Source: an optimization exercise on an open RTL-to-GDS flow (aim: small area, a short achievable clock period and few clock cycles per item). Production flows keep margins and buffers that such runs may drop. RTL that was checked went through simulation tests only; none was proved equivalent to the original.

==> build 27: inputs <==
==> flow/design.v (excerpt) <==
module rgb_to_hsv_converter_top (
  input  logic        clk,
  input  logic        rst,
  input  logic        push,
  input  logic [31:0] pixel,
  output logic        full,
  output logic        empty,
  input  logic        pop,
  output logic [39:0] hsv
);
clock: 8.5 ns
lec_check: 0
cap_margin: 20
core_margin: 2
core_utilization: 40
setup_slack_margin: 4.0
slew_margin: 20
run.sh (not shown) runs the stock make flow with config.mk's settings and CLKGATE_MAP_FILE= SYNTH_SCRIPT=/design/flow/synth_recipe.tcl, a recipe that flattens the netlist after the stock synthesis.
==> inputs of trial 47, as changes to build 27 <==
--- a/flow/design.v
+++ b/flow/design.v
@@ -33,52 +33,57 @@
   logic [1:0] s3_m3;
   logic s4_vld;
   logic [7:0] s4_alpha;
   logic [7:0] s4_mx;
   logic [7:0] s4_d;
   logic [6:0] s4_hq;
   logic [7:0] s4_hr;
   logic [1:0] s4_m3;
+  logic [0:0] s4_lb;
   logic s5_vld;
   logic [7:0] s5_alpha;
   logic [7:0] s5_mx;
   logic [7:0] s5_d;
   logic [8:0] s5_hq;
   logic [7:0] s5_hr;
   logic [1:0] s5_m3;
   logic [7:0] s5_sr;
   logic s5_sq;
+  logic [1:0] s5_lb;
   logic s6_vld;
   logic [7:0] s6_alpha;
   logic [7:0] s6_mx;
   logic [7:0] s6_d;
   logic [10:0] s6_hq;
   logic [7:0] s6_hr;
   logic [1:0] s6_m3;
   logic [7:0] s6_sr;
   logic [2:0] s6_sq;
+  logic [1:0] s6_lb;
   logic s7_vld;
   logic [7:0] s7_alpha;
   logic [7:0] s7_mx;
   logic [7:0] s7_d;
   logic [12:0] s7_hq;
   logic [7:0] s7_hr;
   logic [1:0] s7_m3;
   logic [7:0] s7_sr;
   logic [4:0] s7_sq;
+  logic [1:0] s7_lb;
   logic s8_vld;
   logic [7:0] s8_alpha;
   logic [7:0] s8_mx;
   logic [7:0] s8_d;
   logic [14:0] s8_hq;
   logic [7:0] s8_hr;
   logic [1:0] s8_m3;
   logic [7:0] s8_sr;
   logic [6:0] s8_sq;
+  logic [0:0] s8_lb;
   logic s9_vld;
   logic [7:0] s9_alpha;
   logic [7:0] s9_mx;
   logic [15:0] s9_hue;
   logic [7:0] s9_sat;
   assign en    = !s9_vld || pop;
   assign full  = !en;
   assign empty = !s9_vld;
@@ -127,48 +132,53 @@
       s3_hr <= c3_h3_hr;
       s3_m3 <= c3_h3_m3;
       s4_alpha <= s3_alpha;
       s4_mx <= s3_mx;
       s4_d <= s3_d;
       s4_hq <= c4_h5_hq;
       s4_hr <= c4_h5_hr;
       s4_m3 <= c4_h5_m3;
+      s4_lb <= {(s3_d[7] ^ (|s3_d[6:0]))};
       s5_alpha <= s4_alpha;
       s5_mx <= s4_mx;
       s5_d <= s4_d;
       s5_hq <= c5_h7_hq;
       s5_hr <= c5_h7_hr;
       s5_m3 <= c5_h7_m3;
       s5_sr <= c5_s0_sr;
       s5_sq <= c5_s0_sq;
+      s5_lb <= {(s4_d[6] ^ (|s4_d[5:0])), (s4_d[5] ^ (|s4_d[4:0]))};
       s6_alpha <= s5_alpha;
       s6_mx <= s5_mx;
       s6_d <= s5_d;
       s6_hq <= c6_h9_hq;
       s6_hr <= c6_h9_hr;
       s6_m3 <= c6_h9_m3;
       s6_sr <= c6_s2_sr;
       s6_sq <= c6_s2_sq;
+      s6_lb <= {(s5_d[4] ^ (|s5_d[3:0])), (s5_d[3] ^ (|s5_d[2:0]))};
       s7_alpha <= s6_alpha;
       s7_mx <= s6_mx;
       s7_d <= s6_d;
       s7_hq <= c7_h11_hq;
       s7_hr <= c7_h11_hr;
       s7_m3 <= c7_h11_m3;
       s7_sr <= c7_s4_sr;
       s7_sq <= c7_s4_sq;
+      s7_lb <= {(s6_d[2] ^ (|s6_d[1:0])), (s6_d[1] ^ (|s6_d[0:0]))};
       s8_alpha <= s7_alpha;
       s8_mx <= s7_mx;
       s8_d <= s7_d;
       s8_hq <= c8_h13_hq;
       s8_hr <= c8_h13_hr;
       s8_m3 <= c8_h13_m3;
       s8_sr <= c8_s6_sr;
       s8_sq <= c8_s6_sq;
+      s8_lb <= {s7_d[0]};
       s9_alpha <= s8_alpha;
       s9_mx <= s8_mx;
       s9_hue <= c9_hue;
       s9_sat <= c9_sat;
     end
   end
   logic [7:0] f_r, f_g, f_b;
   logic [8:0] f_rg, f_gr, f_gb, f_bg, f_br, f_rb;
@@ -267,19 +277,19 @@
   assign c5_h7_hr = c5_h7_q ? c5_h7_sub[7:0] : {c5_h6_hr[6:0], 1'b0};
   assign c5_h7_hb = c5_h6_m3[1] | (c5_h6_m3[0] & c5_h7_q);
   assign c5_h7_m3 = {(c5_h6_m3 == 2'd1 && !c5_h7_q) || (c5_h6_m3 == 2'd2 && c5_h7_q), (c5_h6_m3 == 2'd0 && c5_h7_q) || (c5_h6_m3 == 2'd2 && !c5_h7_q)};
   logic [8:0] c5_h7_hq;
   assign c5_h7_hq = {c5_h6_hq, c5_h7_hb};
   logic [7:0] c5_sr0;
   assign c5_sr0 = s4_d - 8'd1;
   logic [9:0] c5_s0_sub; logic c5_s0_q; logic [7:0] c5_s0_sr;
-  assign c5_s0_sub = {1'b0, c5_sr0, (s4_d[7] ^ (|s4_d[6:0]))} - {2'b00, s4_mx};
+  assign c5_s0_sub = {1'b0, c5_sr0, s4_lb[0]} - {2'b00, s4_mx};
   assign c5_s0_q = !c5_s0_sub[9];
-  assign c5_s0_sr = c5_s0_q ? c5_s0_sub[7:0] : {c5_sr0[6:0], (s4_d[7] ^ (|s4_d[6:0]))};
+  assign c5_s0_sr = c5_s0_q ? c5_s0_sub[7:0] : {c5_sr0[6:0], s4_lb[0]};
   logic [0:0] c5_s0_sq;
   assign c5_s0_sq = c5_s0_q;
   logic [9:0] c6_h8_sub; logic c6_h8_q; logic [7:0] c6_h8_hr; logic [1:0] c6_h8_m3; logic c6_h8_hb;
   assign c6_h8_sub = {1'b0, s5_hr, 1'b0} - {2'b00, s5_d};
   assign c6_h8_q = !c6_h8_sub[9];
   assign c6_h8_hr = c6_h8_q ? c6_h8_sub[7:0] : {s5_hr[6:0], 1'b0};
   assign c6_h8_hb = s5_m3[1] | (s5_m3[0] & c6_h8_q);
   assign c6_h8_m3 = {(s5_m3 == 2'd1 && !c6_h8_q) || (s5_m3 == 2'd2 && c6_h8_q), (s5_m3 == 2'd0 && c6_h8_q) || (s5_m3 == 2'd2 && !c6_h8_q)};
@@ -289,25 +299,25 @@
   assign c6_h9_sub = {1'b0, c6_h8_hr, 1'b0} - {2'b00, s5_d};
   assign c6_h9_q = !c6_h9_sub[9];
   assign c6_h9_hr = c6_h9_q ? c6_h9_sub[7:0] : {c6_h8_hr[6:0], 1'b0};
   assign c6_h9_hb = c6_h8_m3[1] | (c6_h8_m3[0] & c6_h9_q);
   assign c6_h9_m3 = {(c6_h8_m3 == 2'd1 && !c6_h9_q) || (c6_h8_m3 == 2'd2 && c6_h9_q), (c6_h8_m3 == 2'd0 && c6_h9_q) || (c6_h8_m3 == 2'd2 && !c6_h9_q)};
   logic [10:0] c6_h9_hq;
   assign c6_h9_hq = {c6_h8_hq, c6_h9_hb};
   logic [9:0] c6_s1_sub; logic c6_s1_q; logic [7:0] c6_s1_sr;
-  assign c6_s1_sub = {1'b0, s5_sr, (s5_d[6] ^ (|s5_d[5:0]))} - {2'b00, s5_mx};
+  assign c6_s1_sub = {1'b0, s5_sr, s5_lb[1]} - {2'b00, s5_mx};
   assign c6_s1_q = !c6_s1_sub[9];
-  assign c6_s1_sr = c6_s1_q ? c6_s1_sub[7:0] : {s5_sr[6:0], (s5_d[6] ^ (|s5_d[5:0]))};
+  assign c6_s1_sr = c6_s1_q ? c6_s1_sub[7:0] : {s5_sr[6:0], s5_lb[1]};
   logic [1:0] c6_s1_sq;
   assign c6_s1_sq = {s5_sq, c6_s1_q};
   logic [9:0] c6_s2_sub; logic c6_s2_q; logic [7:0] c6_s2_sr;
-  assign c6_s2_sub = {1'b0, c6_s1_sr, (s5_d[5] ^ (|s5_d[4:0]))} - {2'b00, s5_mx};
+  assign c6_s2_sub = {1'b0, c6_s1_sr, s5_lb[0]} - {2'b00, s5_mx};
   assign c6_s2_q = !c6_s2_sub[9];
-  assign c6_s2_sr = c6_s2_q ? c6_s2_sub[7:0] : {c6_s1_sr[6:0], (s5_d[5] ^ (|s5_d[4:0]))};
+  assign c6_s2_sr = c6_s2_q ? c6_s2_sub[7:0] : {c6_s1_sr[6:0], s5_lb[0]};
   logic [2:0] c6_s2_sq;
   assign c6_s2_sq = {c6_s1_sq, c6_s2_q};
   logic [9:0] c7_h10_sub; logic c7_h10_q; logic [7:0] c7_h10_hr; logic [1:0] c7_h10_m3; logic c7_h10_hb;
   assign c7_h10_sub = {1'b0, s6_hr, 1'b0} - {2'b00, s6_d};
   assign c7_h10_q = !c7_h10_sub[9];
   assign c7_h10_hr = c7_h10_q ? c7_h10_sub[7:0] : {s6_hr[6:0], 1'b0};
   assign c7_h10_hb = s6_m3[1] | (s6_m3[0] & c7_h10_q);
   assign c7_h10_m3 = {(s6_m3 == 2'd1 && !c7_h10_q) || (s6_m3 == 2'd2 && c7_h10_q), (s6_m3 == 2'd0 && c7_h10_q) || (s6_m3 == 2'd2 && !c7_h10_q)};
@@ -317,25 +327,25 @@
   assign c7_h11_sub = {1'b0, c7_h10_hr, 1'b0} - {2'b00, s6_d};
   assign c7_h11_q = !c7_h11_sub[9];
   assign c7_h11_hr = c7_h11_q ? c7_h11_sub[7:0] : {c7_h10_hr[6:0], 1'b0};
   assign c7_h11_hb = c7_h10_m3[1] | (c7_h10_m3[0] & c7_h11_q);
   assign c7_h11_m3 = {(c7_h10_m3 == 2'd1 && !c7_h11_q) || (c7_h10_m3 == 2'd2 && c7_h11_q), (c7_h10_m3 == 2'd0 && c7_h11_q) || (c7_h10_m3 == 2'd2 && !c7_h11_q)};
   logic [12:0] c7_h11_hq;
   assign c7_h11_hq = {c7_h10_hq, c7_h11_hb};
   logic [9:0] c7_s3_sub; logic c7_s3_q; logic [7:0] c7_s3_sr;
-  assign c7_s3_sub = {1'b0, s6_sr, (s6_d[4] ^ (|s6_d[3:0]))} - {2'b00, s6_mx};
+  assign c7_s3_sub = {1'b0, s6_sr, s6_lb[1]} - {2'b00, s6_mx};
   assign c7_s3_q = !c7_s3_sub[9];
-  assign c7_s3_sr = c7_s3_q ? c7_s3_sub[7:0] : {s6_sr[6:0], (s6_d[4] ^ (|s6_d[3:0]))};
+  assign c7_s3_sr = c7_s3_q ? c7_s3_sub[7:0] : {s6_sr[6:0], s6_lb[1]};
   logic [3:0] c7_s3_sq;
   assign c7_s3_sq = {s6_sq, c7_s3_q};
   logic [9:0] c7_s4_sub; logic c7_s4_q; logic [7:0] c7_s4_sr;
-  assign c7_s4_sub = {1'b0, c7_s3_sr, (s6_d[3] ^ (|s6_d[2:0]))} - {2'b00, s6_mx};
+  assign c7_s4_sub = {1'b0, c7_s3_sr, s6_lb[0]} - {2'b00, s6_mx};
   assign c7_s4_q = !c7_s4_sub[9];
-  assign c7_s4_sr = c7_s4_q ? c7_s4_sub[7:0] : {c7_s3_sr[6:0], (s6_d[3] ^ (|s6_d[2:0]))};
+  assign c7_s4_sr = c7_s4_q ? c7_s4_sub[7:0] : {c7_s3_sr[6:0], s6_lb[0]};
   logic [4:0] c7_s4_sq;
   assign c7_s4_sq = {c7_s3_sq, c7_s4_q};
   logic [9:0] c8_h12_sub; logic c8_h12_q; logic [7:0] c8_h12_hr; logic [1:0] c8_h12_m3; logic c8_h12_hb;
   assign c8_h12_sub = {1'b0, s7_hr, 1'b0} - {2'b00, s7_d};
   assign c8_h12_q = !c8_h12_sub[9];
   assign c8_h12_hr = c8_h12_q ? c8_h12_sub[7:0] : {s7_hr[6:0], 1'b0};
   assign c8_h12_hb = s7_m3[1] | (s7_m3[0] & c8_h12_q);
   assign c8_h12_m3 = {(s7_m3 == 2'd1 && !c8_h12_q) || (s7_m3 == 2'd2 && c8_h12_q), (s7_m3 == 2'd0 && c8_h12_q) || (s7_m3 == 2'd2 && !c8_h12_q)};
@@ -345,39 +355,39 @@
   assign c8_h13_sub = {1'b0, c8_h12_hr, 1'b0} - {2'b00, s7_d};
   assign c8_h13_q = !c8_h13_sub[9];
   assign c8_h13_hr = c8_h13_q ? c8_h13_sub[7:0] : {c8_h12_hr[6:0], 1'b0};
   assign c8_h13_hb = c8_h12_m3[1] | (c8_h12_m3[0] & c8_h13_q);
   assign c8_h13_m3 = {(c8_h12_m3 == 2'd1 && !c8_h13_q) || (c8_h12_m3 == 2'd2 && c8_h13_q), (c8_h12_m3 == 2'd0 && c8_h13_q) || (c8_h12_m3 == 2'd2 && !c8_h13_q)};
   logic [14:0] c8_h13_hq;
   assign c8_h13_hq = {c8_h12_hq, c8_h13_hb};
   logic [9:0] c8_s5_sub; logic c8_s5_q; logic [7:0] c8_s5_sr;
-  assign c8_s5_sub = {1'b0, s7_sr, (s7_d[2] ^ (|s7_d[1:0]))} - {2'b00, s7_mx};
+  assign c8_s5_sub = {1'b0, s7_sr, s7_lb[1]} - {2'b00, s7_mx};
   assign c8_s5_q = !c8_s5_sub[9];
-  assign c8_s5_sr = c8_s5_q ? c8_s5_sub[7:0] : {s7_sr[6:0], (s7_d[2] ^ (|s7_d[1:0]))};
+  assign c8_s5_sr = c8_s5_q ? c8_s5_sub[7:0] : {s7_sr[6:0], s7_lb[1]};
   logic [5:0] c8_s5_sq;
   assign c8_s5_sq = {s7_sq, c8_s5_q};
   logic [9:0] c8_s6_sub; logic c8_s6_q; logic [7:0] c8_s6_sr;
-  assign c8_s6_sub = {1'b0, c8_s5_sr, (s7_d[1] ^ (|s7_d[0:0]))} - {2'b00, s7_mx};
+  assign c8_s6_sub = {1'b0, c8_s5_sr, s7_lb[0]} - {2'b00, s7_mx};
   assign c8_s6_q = !c8_s6_sub[9];
-  assign c8_s6_sr = c8_s6_q ? c8_s6_sub[7:0] : {c8_s5_sr[6:0], (s7_d[1] ^ (|s7_d[0:0]))};
+  assign c8_s6_sr = c8_s6_q ? c8_s6_sub[7:0] : {c8_s5_sr[6:0], s7_lb[0]};
   logic [6:0] c8_s6_sq;
   assign c8_s6_sq = {c8_s5_sq, c8_s6_q};
   logic [9:0] c9_h14_sub; logic c9_h14_q; logic [7:0] c9_h14_hr; logic [1:0] c9_h14_m3; logic c9_h14_hb;
   assign c9_h14_sub = {1'b0, s8_hr, 1'b0} - {2'b00, s8_d};
   assign c9_h14_q = !c9_h14_sub[9];
   assign c9_h14_hr = c9_h14_q ? c9_h14_sub[7:0] : {s8_hr[6:0], 1'b0};
   assign c9_h14_hb = s8_m3[1] | (s8_m3[0] & c9_h14_q);
   assign c9_h14_m3 = {(s8_m3 == 2'd1 && !c9_h14_q) || (s8_m3 == 2'd2 && c9_h14_q), (s8_m3 == 2'd0 && c9_h14_q) || (s8_m3 == 2'd2 && !c9_h14_q)};
   logic [15:0] c9_h14_hq;
   assign c9_h14_hq = {s8_hq, c9_h14_hb};
   logic [9:0] c9_s7_sub; logic c9_s7_q; logic [7:0] c9_s7_sr;
-  assign c9_s7_sub = {1'b0, s8_sr, s8_d[0]} - {2'b00, s8_mx};
+  assign c9_s7_sub = {1'b0, s8_sr, s8_lb[0]} - {2'b00, s8_mx};
   assign c9_s7_q = !c9_s7_sub[9];
-  assign c9_s7_sr = c9_s7_q ? c9_s7_sub[7:0] : {s8_sr[6:0], s8_d[0]};
+  assign c9_s7_sr = c9_s7_q ? c9_s7_sub[7:0] : {s8_sr[6:0], s8_lb[0]};
   logic [7:0] c9_s7_sq;
   assign c9_s7_sq = {s8_sq, c9_s7_q};
   logic c9_grey;
   assign c9_grey = (s8_d == 8'd0);
   logic [15:0] c9_hue; logic [7:0] c9_sat;
   assign c9_hue = c9_grey ? 16'd0 : c9_h14_hq;
   assign c9_sat = c9_grey ? 8'd0 : c9_s7_sq;
 endmodule
CORE_UTILIZATION = 55   (was 40)
CTS_BUF_LIST = sky130_fd_sc_hd__clkbuf_8   (was not set)
PLACE_DENSITY = 0.8   (was not set)
==> summary of the runs <==
Clock-buffer cell count: trial 47 is higher than build 27 (11).
In trial 47 the core utilization is higher than in build 27, by 15 points.
Of build 27 and trial 47, build 27 has the higher cell area (gap 5.2%, measured against trial 47).
Between trial 47 and build 27, the lower global-route usage is in build 27 (gap 5.7 points).
In build 27 the maximum frequency is lower than in trial 47, by 3.5%.
Build 27 passed the timing, design-rule and antenna checks. Trial 47 completed with no timing, DRC or antenna violations.
Of build 27 and trial 47, build 27 has the higher routed wire length (gap about 2.5%, measured against trial 47).
Testbench counts of trial 47, summed over its fixed seeds: cycles 8,264, items 8,192.
No functional check of the RTL was part of build 27.

[what the ideal ports hide]
In the flow no input, the clock included, has a driving cell. The finished layouts below were timed again as built, in two steps. Step 1 sets driving cells, clkbuf_16 on the clock port and buf_2 on the other inputs (assumed; they add their load-dependent delay and slew). Step 2 moves the port delays by t, midway between the first and last clock arrival at a register: inputs arrive t later, outputs are due t later. That takes back most of the time a late clock gives input paths. Three values: ideal ports, drivers, drivers and shift; two values: the first two.
run | t, ns | setup slack, ns | worst slew at a driven data input, ns | pins driven straight from the clock port
build 27 | 0.649 | 4.007 / 4.007 / 3.550 | 0.04 | 1
trial 47 | 0.677 | 4.163 / 4.163 / 3.531 | 0.04 | 1
After both steps setup and hold are still met in every run listed. For trial 47, which loses most, drivers alone change the setup slack by 0.000 ns; drivers and shift together by -0.632 ns.
